What follows belongs to an exercise in optimizing a design on an open flow for small area, a short achievable clock period and few clock cycles; a production flow would make more cautious choices. Function was checked by simulation only, so behaviour that the tests miss may differ from the original.

===== design/flow/design.v =====
package efsa_pkg;
    localparam int MAX_SERVERS = 16;
    localparam int SRV_W       = (MAX_SERVERS > 1) ? $clog2(MAX_SERVERS) : 1;
    localparam int CNT_W       = $clog2(MAX_SERVERS + 1);
    localparam int MODE_W      = 2;
    localparam int INDEX_W     = 4;
    localparam int AMOUNT_W    = 8;
    localparam int UNIT_W      = 8;
    localparam int PROD_W      = AMOUNT_W + UNIT_W;
    localparam int TIME_W      = 32;
    localparam int CFG_W       = 5;
    localparam int QUEUE_DEPTH = 2;
    localparam int QPTR_W      = $clog2(QUEUE_DEPTH);
    localparam int QCNT_W      = $clog2(QUEUE_DEPTH + 1);
    localparam int REQ_W       = MODE_W + INDEX_W + AMOUNT_W;
    localparam int RES_W       = INDEX_W + TIME_W + TIME_W + 1;
    typedef enum logic [MODE_W-1:0] {
        OP_LOAD  = 2'd0,
        OP_JOB   = 2'd1,
        OP_CLEAR = 2'd2,
        OP_NOP   = 2'd3
    } op_t;
    typedef struct packed {
        op_t                 op;
        logic [INDEX_W-1:0]  server_index;
        logic [AMOUNT_W-1:0] amount;
    } request_t;
    typedef struct packed {
        logic [INDEX_W-1:0] assigned_server;
        logic [TIME_W-1:0]  server_finish;
        logic [TIME_W-1:0]  makespan;
        logic               saturated;
    } result_t;
    function automatic logic [CNT_W-1:0] servers_in_use(input logic [CFG_W-1:0] cfg);
        logic [CNT_W-1:0] n;
        n = '0;
        if (cfg == '0)
        begin
            n = CNT_W'(1);
        end
        else if (32'(cfg) > 32'(MAX_SERVERS))
        begin
            n = CNT_W'(MAX_SERVERS);
        end
        else
        begin
            n = CNT_W'(cfg);
        end
        servers_in_use = n;
    endfunction
endpackage
module earliest_finish_server_assign_top (
    input  logic                           clk,
    input  logic                           rst_n,
    input  logic                           push,
    output logic                           full,
    input  logic [efsa_pkg::MODE_W-1:0]    mode,
    input  logic [efsa_pkg::INDEX_W-1:0]   server_index,
    input  logic [efsa_pkg::AMOUNT_W-1:0]  amount,
    output logic                           empty,
    input  logic                           pop,
    output logic [efsa_pkg::INDEX_W-1:0]   assigned_server,
    output logic [efsa_pkg::TIME_W-1:0]    server_finish,
    output logic [efsa_pkg::TIME_W-1:0]    makespan,
    output logic                           saturated,
    input  logic                           cfg_valid,
    output logic                           cfg_ready,
    input  logic [efsa_pkg::CFG_W-1:0]     num_servers
);
    localparam int NS = efsa_pkg::MAX_SERVERS;
    localparam int TW = efsa_pkg::TIME_W;
    localparam int HW = TW / 2;
    localparam int SW = efsa_pkg::SRV_W;
    localparam int CW = efsa_pkg::CNT_W;
    localparam int UW = efsa_pkg::UNIT_W;
    localparam int AW = efsa_pkg::AMOUNT_W;
    localparam int PW = efsa_pkg::PROD_W;
    localparam int MW = efsa_pkg::MODE_W;
    function automatic logic [1:0] ltne(input logic [39:0] a, input logic [39:0] b,
                                        input int lo, input int w);
        logic [1:0] hi_r, lo_r;
        if (w == 1)
        begin
            ltne = {b[lo], a[lo] ^ b[lo]};
        end
        else
        begin
            hi_r = ltne(a, b, lo + w / 2, w - w / 2);
            lo_r = ltne(a, b, lo, w / 2);
            ltne = {hi_r[0] ? hi_r[1] : lo_r[1], hi_r[0] | lo_r[0]};
        end
    endfunction
    function automatic logic lt_w(input logic [39:0] a, input logic [39:0] b, input int w);
        logic [1:0] r;
        r = ltne(a, b, 0, w);
        lt_w = r[1] & r[0];
    endfunction
    function automatic logic [2*PW-1:0] csa(input logic [PW-1:0] x, input logic [PW-1:0] y,
                                            input logic [PW-1:0] z);
        csa = {((x & y) | (x & z) | (y & z)) << 1, x ^ y ^ z};
    endfunction
    function automatic logic [PW-1:0] add_ks(input logic [PW-1:0] a, input logic [PW-1:0] b);
        logic [PW-1:0] g, t, g0, t0, x;
        g = a & b;
        t = a ^ b;
        x = t;
        for (int lv = 0; (1 << lv) < PW; lv++)
        begin
            g0 = g;
            t0 = t;
            for (int i = 0; i < PW; i++)
            begin
                if (i >= (1 << lv))
                begin
                    g[i] = g0[i] | (t0[i] & g0[i - (1 << lv)]);
                    t[i] = t0[i] & t0[i - (1 << lv)];
                end
            end
        end
        add_ks = x ^ {g[PW-2:0], 1'b0};
    endfunction
    function automatic logic [PW-1:0] mul8r4(input logic [AW-1:0] a, input logic [AW+1:0] a3,
                                             input logic [UW-1:0] b);
        logic [PW-1:0]   r [4];
        logic [2*PW-1:0] t0, t1;
        for (int k = 0; k < 4; k++)
        begin
            case (b[2*k +: 2])
                2'd0: r[k] = '0;
                2'd1: r[k] = PW'(a) << (2 * k);
                2'd2: r[k] = PW'(a) << (2 * k + 1);
                default: r[k] = PW'(a3) << (2 * k);
            endcase
        end
        t0 = csa(r[0], r[1], r[2]);
        t1 = csa(t0[PW-1:0], t0[2*PW-1:PW], r[3]);
        mul8r4 = add_ks(t1[PW-1:0], t1[2*PW-1:PW]);
    endfunction
    function automatic logic [AW+1:0] times3(input logic [AW-1:0] a);
        times3 = (AW + 2)'(a) + ((AW + 2)'(a) << 1);
    endfunction
    function automatic logic [PW-1:0] mul8(input logic [AW-1:0] a, input logic [UW-1:0] b);
        logic [PW-1:0]   r0, r1, r2, r3, r4, r5, r6, r7;
        logic [2*PW-1:0] t0, t1, t2, t3, t4, t5;
        r0 = b[0] ? (PW'(a) << 0) : '0;
        r1 = b[1] ? (PW'(a) << 1) : '0;
        r2 = b[2] ? (PW'(a) << 2) : '0;
        r3 = b[3] ? (PW'(a) << 3) : '0;
        r4 = b[4] ? (PW'(a) << 4) : '0;
        r5 = b[5] ? (PW'(a) << 5) : '0;
        r6 = b[6] ? (PW'(a) << 6) : '0;
        r7 = b[7] ? (PW'(a) << 7) : '0;
        t0 = csa(r0, r1, r2);
        t1 = csa(r3, r4, r5);
        t2 = csa(t0[PW-1:0], t0[2*PW-1:PW], t1[PW-1:0]);
        t3 = csa(t1[2*PW-1:PW], r6, r7);
        t4 = csa(t2[PW-1:0], t2[2*PW-1:PW], t3[PW-1:0]);
        t5 = csa(t4[PW-1:0], t4[2*PW-1:PW], t3[2*PW-1:PW]);
        mul8 = add_ks(t5[PW-1:0], t5[2*PW-1:PW]);
    endfunction
    logic [efsa_pkg::CFG_W-1:0] cfg_reg;
    logic [TW-1:0]              longest_reg;
    logic [SW-1:0]              l_idx   [NS];   
    logic [TW-1:0]              l_fin0;         
    logic [TW-1:0]              l_fin   [1:NS-1];  
    logic                       l_done  [NS];   
    logic                       l_inact [NS];   
    logic                       l_pl    [NS];   
    logic [UW-1:0]              unit_reg [NS];
    logic [UW-1:0]              head_unit;      
    logic [UW-1:0]              e1_unit;        
    logic [PW-1:0]              prod_reg;       
    logic [AW-1:0]              pamt_reg;       
    logic [AW+1:0]              pamt3_reg;      
    logic [HW:0]                hi1_reg;        
    logic [2:0]                 fw_reg;         
    logic                       f0_valid, f1_valid, f2_valid;
    logic [MW-1:0]              f0_mode, f1_mode, f2_mode;
    logic [SW-1:0]              f0_idx, f1_idx, f2_idx;
    logic [AW-1:0]              f0_amt, f1_amt, f2_amt;
    logic                       res_valid;
    logic [SW-1:0]              res_srv;
    logic [TW-1:0]              res_fin;
    logic                       res_sat;
    logic [CW-1:0] n_eff;
    logic          resorting;
    logic          res_ok;
    logic          exec;
    logic          mv1;
    logic          f1_free;
    logic [AW-1:0] f1_amt_next;
    logic          acc;
    logic          is_load, is_job, is_clear;
    logic          do_job, do_load, do_clear, do_step, do_ins;
    assign n_eff     = efsa_pkg::servers_in_use(cfg_reg);
    assign resorting = !l_done[0];
    assign res_ok    = !res_valid || pop;
    assign is_load   = (f0_mode == efsa_pkg::OP_LOAD);
    assign is_job    = (f0_mode == efsa_pkg::OP_JOB);
    assign is_clear  = (f0_mode == efsa_pkg::OP_CLEAR);
    assign exec      = f0_valid && res_ok && !(is_job && resorting);
    assign do_job    = exec && is_job;
    assign do_load   = exec && is_load;
    assign do_clear  = exec && is_clear;
    assign do_step   = resorting && !do_clear && !cfg_valid;
    assign do_ins    = (do_job && !cfg_valid) || do_step;
    assign mv1       = f1_valid && (!f0_valid || exec);
    assign f1_free   = !f1_valid || mv1;
    assign full      = f2_valid;
    assign acc       = push && !f2_valid;
    assign f1_amt_next = f1_free ? (f2_valid ? f2_amt : amount) : f1_amt;
    assign cfg_ready = 1'b1;
    assign empty     = !res_valid;
    logic [SW-1:0] c;
    logic [TW-1:0] h;
    logic [PW-1:0] p;
    logic [HW:0]   s_lo;
    logic          cy;
    logic [HW:0]   h_hi1;
    logic [HW-1:0] s_hi;
    logic          sat;
    logic [TW-1:0] fin_new;
    logic          k_inact, k_pl;
    assign c       = l_idx[0];
    assign h       = l_fin0;
    assign p       = prod_reg;
    assign s_lo    = {1'b0, h[HW-1:0]} + (HW + 1)'(p);
    assign cy      = s_lo[HW];
    assign h_hi1   = hi1_reg;
    assign s_hi    = cy ? h_hi1[HW-1:0] : h[TW-1:HW];
    assign sat     = cy && h_hi1[HW];
    assign fin_new = sat ? '1 : {s_hi, s_lo[HW-1:0]};
    assign k_inact = resorting ? (CW'(c) >= n_eff) : 1'b0;
    assign k_pl    = resorting ? l_pl[0] : 1'b1;
    logic [NS-2:0] ahead;
    always_comb
    begin
        for (int j = 0; j < NS - 1; j++)
        begin
            logic       idx_lt, fin_lt, lt0, eq0, eq1, lt_lo;
            logic       same_in, same_pl, force1, use_fin;
            logic [1:0] r_hi;
            idx_lt = (l_idx[j+1] < c);
            r_hi   = ltne(40'(l_fin[j+1][TW-1:HW]), 40'(h[TW-1:HW]), 0, HW);
            lt0    = r_hi[1] && r_hi[0];
            eq0    = !r_hi[0];
            eq1    = (l_fin[j+1][TW-1:HW] == h_hi1[HW-1:0]);
            lt_lo  = lt_w(40'({l_fin[j+1][HW-1:0], l_idx[j+1]}), 40'({s_lo[HW-1:0], c}), HW + SW);
            fin_lt = sat ? (!(eq0 && (&l_fin[j+1][HW-1:0])) || idx_lt)
                         : cy ? (eq0 || (eq1 && lt_lo)) : (lt0 || (eq0 && lt_lo));
            same_in  = (l_inact[j+1] == k_inact);
            same_pl  = (l_pl[j+1] == k_pl);
            force1   = !l_done[j+1]
                    || (!same_in && !l_inact[j+1])
                    || (same_in && !same_pl && !l_pl[j+1])
                    || (same_in && same_pl && !k_pl && idx_lt);
            use_fin  = l_done[j+1] && same_in && same_pl && k_pl;
            ahead[j] = force1 || (use_fin && fin_lt);
        end
    end
    logic [NS-1:0] take_next, take_key, l_we;
    always_comb
    begin
        for (int j = 0; j < NS; j++)
        begin
            take_next[j] = (j < NS - 1) ? ahead[j] : 1'b0;
            l_we[j]      = (j == 0) ? 1'b1 : ahead[j-1];
            take_key[j]  = l_we[j] && !take_next[j];
        end
    end
    logic [TW-1:0] room;
    logic          grow;
    assign room = longest_reg - h;
    assign grow = (room[TW-1:HW] == '0) && lt_w(40'(room[HW-1:0]), 40'(p), HW);
    logic [AW-1:0] amt_next;
    logic [UW-1:0] u_a, u_b, u_e2;
    logic          ld_f, cl_f;
    logic          sel_a;
    logic          hold_p;
    logic [PW-1:0] prod_a, prod_b;
    assign amt_next = pamt_reg;
    assign hold_p   = f0_valid && is_job && !resorting && !exec;
    assign ld_f     = f0_valid && is_load;
    assign cl_f     = f0_valid && is_clear;
    assign u_a      = fw_reg[1] ? f0_amt : e1_unit;
    assign u_b      = cl_f ? unit_reg[0] : fw_reg[0] ? f0_amt : head_unit;
    assign u_e2     = fw_reg[2] ? f0_amt : unit_reg[l_idx[2]];
    assign sel_a    = do_ins && ahead[0];
    logic done_next0;
    assign done_next0 = do_clear || (!cfg_valid && (do_ins ? (!take_next[0] || l_done[1])
                                                           : l_done[0]));
    assign prod_a   = mul8r4(amt_next, pamt3_reg, u_a);
    assign prod_b   = mul8r4(amt_next, pamt3_reg, u_b);
    logic          nf0_new, nf0_ld;
    logic [SW-1:0] nf0_idx;
    logic [2:0]    fw_next;
    assign nf0_new = exec || !f0_valid;
    assign nf0_ld  = nf0_new ? (f1_valid && f1_mode == efsa_pkg::OP_LOAD) : ld_f;
    assign nf0_idx = nf0_new ? f1_idx : f0_idx;
    always_comb
    begin
        for (int k = 0; k < 3; k++)
        begin
            logic eq_here, eq_next, eq_key, eq_clr;
            eq_here = (nf0_idx == l_idx[k]);
            eq_next = (nf0_idx == l_idx[k+1]);
            eq_key  = (nf0_idx == c);
            eq_clr  = (nf0_idx == SW'(k));
            if (do_clear)
                fw_next[k] = nf0_ld && eq_clr;
            else if (do_ins && take_next[k])
                fw_next[k] = nf0_ld && eq_next;
            else if (do_ins && take_key[k])
                fw_next[k] = nf0_ld && eq_key;
            else
                fw_next[k] = nf0_ld && eq_here;
        end
    end
    logic          nf0_job;
    logic [AW-1:0] pamt_next;
    assign nf0_job   = nf0_new ? (f1_valid && f1_mode == efsa_pkg::OP_JOB) : (f0_valid && is_job);
    assign pamt_next = (nf0_job && !done_next0) ? (nf0_new ? f1_amt : f0_amt)
                                                : f1_amt_next;
    logic [AW+1:0] pamt3_next;
    assign pamt3_next = (nf0_job && !done_next0) ? (nf0_new ? times3(f1_amt) : times3(f0_amt))
                                                 : times3(f1_amt_next);
    logic [HW:0] hi1_next, hi1_shift;
    logic [HW-1:0] hi_shift;
    assign hi_shift  = l_pl[1] ? l_fin[1][TW-1:HW] : '0;
    assign hi1_shift = {1'b0, hi_shift} + (HW + 1)'(1);
    assign hi1_next  = take_next[0] ? hi1_shift
                     : sat ? {1'b1, {HW{1'b0}}}
                     : cy  ? ({1'b0, hi1_reg[HW-1:0]} + (HW + 1)'(1)) : hi1_reg;
    always_ff @(posedge clk or negedge rst_n)
    begin
        if (!rst_n)
        begin
            cfg_reg     <= efsa_pkg::CFG_W'(NS);
            longest_reg <= '0;
            f0_valid    <= 1'b0;
            f1_valid    <= 1'b0;
            f2_valid    <= 1'b0;
            res_valid   <= 1'b0;
            fw_reg      <= '0;
            l_fin0      <= '0;
            hi1_reg     <= (HW + 1)'(1);
            for (int j = 0; j < NS; j++)
            begin
                l_idx[j]   <= SW'(j);
                l_done[j]  <= 1'b1;
                l_inact[j] <= 1'b0;
                l_pl[j]    <= 1'b0;
            end
        end
        else
        begin
            if (cfg_valid)
                cfg_reg <= num_servers;
            fw_reg <= fw_next;
            if (exec || !f0_valid)
                f0_valid <= f1_valid;
            if (f1_free)
            begin
                f1_valid <= f2_valid || acc;
                f2_valid <= 1'b0;
            end
            else if (acc)
            begin
                f2_valid <= 1'b1;
            end
            if (exec)
                res_valid <= 1'b1;
            else if (pop)
                res_valid <= 1'b0;
            if (do_clear)
                longest_reg <= '0;
            else if (do_job && grow)
                longest_reg <= fin_new;
            if (do_clear)
            begin
                l_fin0  <= '0;
                hi1_reg <= (HW + 1)'(1);
                for (int j = 0; j < NS; j++)
                begin
                    l_idx[j]   <= SW'(j);
                    l_done[j]  <= 1'b1;
                    l_inact[j] <= (CW'(j) >= n_eff);
                    l_pl[j]    <= 1'b0;
                end
            end
            else if (cfg_valid)
            begin
                for (int j = 0; j < NS; j++)
                    l_done[j] <= 1'b0;
            end
            else if (do_ins)
            begin
                if (take_next[0])
                    l_fin0 <= l_pl[1] ? l_fin[1] : '0;
                else
                    l_fin0 <= fin_new;
                hi1_reg <= hi1_next;
                for (int j = 0; j < NS; j++)
                begin
                    if (take_next[j])
                    begin
                        l_idx[j]   <= l_idx[j+1];
                        l_done[j]  <= l_done[j+1];
                        l_inact[j] <= l_inact[j+1];
                        l_pl[j]    <= l_pl[j+1];
                    end
                    else if (l_we[j])
                    begin
                        l_idx[j]   <= c;
                        l_done[j]  <= 1'b1;
                        l_inact[j] <= k_inact;
                        l_pl[j]    <= k_pl;
                    end
                end
            end
        end
    end
    always_ff @(posedge clk)
    begin
        if (do_ins)
        begin
            for (int j = 1; j < NS; j++)
            begin
                if (take_next[j])
                    l_fin[j] <= l_fin[j+1];
                else if (l_we[j])
                    l_fin[j] <= fin_new;
            end
        end
        if (exec || !f0_valid)
        begin
            f0_mode <= f1_mode;
            f0_idx  <= f1_idx;
            f0_amt  <= f1_amt;
        end
        if (f1_free && f2_valid)
        begin
            f1_mode <= f2_mode;
            f1_idx  <= f2_idx;
            f1_amt  <= f2_amt;
        end
        else if (f1_free && acc)
        begin
            f1_mode <= mode;
            f1_idx  <= server_index;
            f1_amt  <= amount;
        end
        if (!f2_valid)
        begin
            f2_mode <= mode;
            f2_idx  <= server_index;
            f2_amt  <= amount;
        end
        if (exec)
        begin
            res_srv <= do_job ? c : '0;
            res_fin <= do_job ? fin_new : '0;
            res_sat <= do_job && sat;
        end
        if (do_load)
            unit_reg[f0_idx] <= f0_amt;
        head_unit <= sel_a ? u_a : u_b;
        if (cl_f)
            e1_unit <= unit_reg[1];
        else if (do_ins)
            e1_unit <= ahead[1] ? u_e2 : ahead[0] ? u_b : u_a;
        else
            e1_unit <= u_a;
        pamt_reg  <= pamt_next;
        pamt3_reg <= pamt3_next;
        if (!done_next0)
            prod_reg <= '0;
        else if (!hold_p)
            prod_reg <= sel_a ? prod_a : prod_b;
    end
    assign assigned_server = res_srv;
    assign server_finish   = res_fin;
    assign makespan        = longest_reg;
    assign saturated       = res_sat;
endmodule

===== design/flow/run.sh =====
#!/bin/bash
# synth_recipe.tcl (not shown) runs the flow's synth.tcl, then flattens the netlist and writes it again
# the make line also repeats each setting of config.mk as NAME=value (left out here)
make -C /OpenROAD-flow-scripts/flow DESIGN_CONFIG=/design/flow/config.mk WORK_HOME=/design/flow/orfs CLKGATE_MAP_FILE= SYNTH_SCRIPT=/design/flow/synth_recipe.tcl finish

===== design/flow/config.mk =====
export PLATFORM = sky130hd
export DESIGN_NAME = earliest_finish_server_assign_top
export DESIGN_NICKNAME = earliest_finish_server_assign_top
export VERILOG_FILES = /design/flow/design.v
export SDC_FILE = /design/flow/constraint.sdc
export NUM_CORES = 4
export LEC_CHECK = 0
export ABC_AREA = 1
export CAP_MARGIN = 20
export CORE_MARGIN = 2
export CORE_UTILIZATION = 55
export SETUP_SLACK_MARGIN = 4.0
export SLEW_MARGIN = 20

===== design/flow/constraint.sdc =====
create_clock -name core_clock -period 9.0 [get_ports {clk}]
set_input_delay 1.8000 -clock core_clock [delete_from_list [all_inputs] [get_ports {clk}]]
set_output_delay 1.8000 -clock core_clock [all_outputs]
set_load 0.01 [all_outputs]

==> reports/results.tsv <==
metric	value	unit
run_status	no timing/DRC/antenna violations	
synth-edff-count	667	
timing.reg2reg.worst_path_depth	20	
worst_hold_slack	0.471	ns
detailed_place_hpwl	174	mm
post_detailed_route_count_of_antenna_violating_nets	0	
grt_first_pass_wirelength	360	mm
final.fill_count	10500	
portBuffers	94	
final-hold-violation-count	0	
postLayoutCoreUtil	0.612	
rsz0062_at_grt	yes	
path_cells	clkdlybuf4s50_1 -> nor2_4 -> inv_1 -> nand3_4 -> clkinvlp_4 -> buf_8 -> nand2_4 -> a21oi_1 -> nor2_4 -> clkinv_2 -> nand2_1 -> buf_4 -> nand2_4 -> inv_2 -> o22ai_1	
critical_path_maximum_fanout	40	
cpPeakStageDelay	0.57	ns
tritoncts	yes	
clock_sinks	940	
synth.top_cells.by_area	sky130_fd_sc_hd__edfxtp_1 (31%), sky130_fd_sc_hd__nand2_1 (13%), sky130_fd_sc_hd__dfrtp_1 (6.0%)	
detail_route.drc_violations	0	
seq_area	0.0266	mm²
ctsRootBufferMaster	sky130_fd_sc_hd__clkbuf_16	
wire_per_inst	24.7	µm
cap_violations	0	
maximum_level_of_the_cts_h_tree	3	
area_leader_netlist	sky130_fd_sc_hd__edfxtp_1	
gp_routability_congestion	0.998	
finish.net_count	8561	
synth_to_layout_area_growth	10.4	%
post_synth.cell_area_avg	7.71	µm²
layout_min_cycle_time	5.02	ns
drt-pass1-iter-count	9	
nature_of_the_critical_path_endpoint	flop	
multi_input_comb_area	0.0332	mm²
crit_path_top_delay_cell	sky130_fd_sc_hd__clkinv_2	
number_of_global_route_vias_before_repair	57200	
std_cell_rows	125	
min-delay-start	l_idx[7][0]	
max-clock-path-buffers	3	
unique_masters_post_synth	80	
cp.required	9.57	ns
postSynthCellCount	8340	
finClkSkew	0.0458	ns
prevailing_post_synth_register_cell	sky130_fd_sc_hd__edfxtp_1	
post_synthesis_sequential_area_ratio	0.413	
post_synthesis_sequential_element_count	940	
cts_made_buffers	106	
synth.net_count	8590	
setup_tns	0	ns
drt_iter0_drc	7469	
coreArea	0.116	mm²
final.period_utilization	0.558	
detailroute.via_count	61900	
crit_path_start_kind	input port	
timing.critical_path.arrival	5.59	ns
total_global_routing_overflow	0	
worst_slew_pin_slew	1.23	ns
postSynth.asyncResetShare	0.217	
post_synth_instance_area	0.0643	mm²
die_height	346	µm
viasPerCell	6.24	
upper_clock_frequency_limit	199	MHz
clock_latency	0.74	ns
worst_setup_path_startpoint	pop	
boundaryPins	96	
largest_reg_flops	480	
path_class	in -> reg	
design.die.area	0.120	mm²
die-width	346	µm
ctsHoldBuffers	0	
final_layout_size_suffix_gt1_frac	0.0851	
timing.rr.start	l_idx[0][0]	
initial_utilization	0.554	
synth_largest_type_area_fraction	0.311	
grt_start_max_net_pins	121	
timing.max_slew.rel_slack	0.180	
setup_violations	0	
antenna_found_initial	2	
clk_pin_slew	0.06	ns
min_path_cells	2	
synth-warning-count	8	
track_usage	0.395	
drt-total-wl	246	mm
worstHoldPathType	reg -> reg	
slew_violations	0	
[metal layers]
layer | vias up | track usage | share of wire
li1 | 28200 | - | -
met1 | 29200 | 0.511 | 0.38
met2 | 3674 | 0.618 | 0.44
met3 | 894 | 0.0793 | 0.11
met4 | 0 | 0.230 | 0.066
met5 | - | 0 | 0
[layout by cell type (no fill, tap or decap), drive strengths merged, types with 58 or more instances in the layout]
cell type      Yosys  routed
buf              239     169
a21oi            284     284
clkinv            12      58
o221ai            68      68
dfxtp             69      69
o22ai            147     147
dfrtp            154     154
inv              873     872
or2               66      66
nand4            153     153
clkbuf           171     137
o21ai            992     992
ha               193     193
xor2             108     108
xnor2            215     215
nor2             720     721
edfxtp           667     667
nor3              91      91
clkdlybuf4s50      0      93
nand2           2232    2239
nand3            386     386
[path summary, 6_finish.rpt]
kind | to | slack (ns)
worst min-delay path | l_idx[7][0] | 0.47
worst max-delay path | hi1_reg[6] | 3.98
worst max register to register | l_fin[14][25] | 4.16
max in group asynchronous | l_idx[8][0] | 6.70
min in group asynchronous | f2_valid | 1.03
worst min register to register | l_idx[7][0] | 0.47
[critical path: cells and delay by family]
kind | cells | cell delay, ns
compound gates | 2 | 0.24
buf+inv | 7 | 2.02
simple gates | 6 | 1.46
[cell type report]
| type | instances | area share |
|---|---|---|
| diodes | 3 | 0.000106 |
| clock buffers | 135 | 0.0396 |
| clock inverters | 66 | 0.00867 |
| inverters | 885 | 0.0475 |
| multi-input cells | 6113 | 0.468 |
| flip-flops and latches | 940 | 0.375 |
| well taps | 1524 | 0.0269 |
| repair buffers | 265 | 0.0348 |
[cells by family after synthesis]
group,count (synthesis),share of synthesized area
buf+inv,1295,0.0848
mux,7,0.00121
compound gates,1789,0.160
simple gates,3759,0.249
fa+ha+maj,226,0.0478
flops,940,0.413
other cells,1,0.0000583
xor+xnor,323,0.0440
[cells in the mapped netlist (9+ instances only)]
library cell,n
sky130_fd_sc_hd__fa_1,33
sky130_fd_sc_hd__o21ai_1,244
sky130_fd_sc_hd__dfstp_2,50
sky130_fd_sc_hd__xor2_1,108
sky130_fd_sc_hd__o21a_1,10
sky130_fd_sc_hd__o2111ai_1,22
sky130_fd_sc_hd__clkinv_1,12
sky130_fd_sc_hd__buf_6,29
sky130_fd_sc_hd__ha_1,193
sky130_fd_sc_hd__or2_2,61
sky130_fd_sc_hd__nand2_2,49
sky130_fd_sc_hd__o31ai_1,11
sky130_fd_sc_hd__nand3_1,366
sky130_fd_sc_hd__nor4_1,47
sky130_fd_sc_hd__nor3_1,90
sky130_fd_sc_hd__edfxtp_1,667
sky130_fd_sc_hd__a211oi_1,9
sky130_fd_sc_hd__nand3b_1,26
sky130_fd_sc_hd__clkbuf_1,166
sky130_fd_sc_hd__and2_1,10
sky130_fd_sc_hd__buf_4,53
sky130_fd_sc_hd__nand2_1,2170
sky130_fd_sc_hd__o211ai_1,56
sky130_fd_sc_hd__buf_2,135
sky130_fd_sc_hd__o221ai_1,68
sky130_fd_sc_hd__o22ai_1,142
sky130_fd_sc_hd__buf_1,22
sky130_fd_sc_hd__a21oi_1,276
sky130_fd_sc_hd__a22o_1,21
sky130_fd_sc_hd__nand2_4,13
sky130_fd_sc_hd__xnor2_1,215
sky130_fd_sc_hd__nand3_2,19
sky130_fd_sc_hd__inv_2,24
sky130_fd_sc_hd__o21bai_1,40
sky130_fd_sc_hd__nand4_1,152
sky130_fd_sc_hd__a31oi_1,39
sky130_fd_sc_hd__a21o_1,17
sky130_fd_sc_hd__inv_1,848
sky130_fd_sc_hd__nor2_1,710
sky130_fd_sc_hd__dfrtp_1,154
sky130_fd_sc_hd__dfxtp_1,69
sky130_fd_sc_hd__a22oi_1,18
sky130_fd_sc_hd__o21ai_0,739
sky130_fd_sc_hd__a221oi_1,28
sky130_fd_sc_hd__o21ai_2,9
[metrics by stage]
stage          instance area [µm²]  worst slack, ns  instances
5_1_grt                      71000             3.82       9928
3_3_place_gp                 66300             2.33       9674
6_report                     71000             3.98       9931
2_1_floorplan                64400             3.87       8340
3_5_place_dp                 66300             2.36       9675
4_1_cts                      70100             3.98       9882
[repair_timing]
item | 4_1_cts | 5_1_grt
gates cloned | 2 | 9
endpoints found under the setup margin | 759 | 770
setup buffers | 4 | 37
pin swaps | 3 | 17
gates resized for setup | 78 | 102
Testbench counts, summed over its fixed seeds: cycles 6,064.

==> separate check: timing with driven ports <==
The flow's constraints put no driver on any port. The routed layout listed below was extracted and timed again, unchanged, in two steps.
Step 1 (the two cells are an assumption about what drives the block):
set clk [get_ports {clk}]
set_driving_cell -lib_cell sky130_fd_sc_hd__clkbuf_16 $clk
set_driving_cell -lib_cell sky130_fd_sc_hd__buf_2 [delete_from_list [all_inputs] $clk]
Step 2 moves the port delays by t, midway between the first and last clock arrival at a register: inputs arrive t later, outputs are due t later. That takes back most of the time a late clock gives input paths.
a / b / c = ideal / step 1 / step 2; a / b = the first two.
shift t [ns]: 0.797
slack for setup (ns): 3.979 / 4.038 / 3.241
cell pins on the clock port's net: 1
After both steps this run still meets setup and hold. For this run, drivers alone change the setup slack by +0.059 ns; drivers and shift together by -0.738 ns.
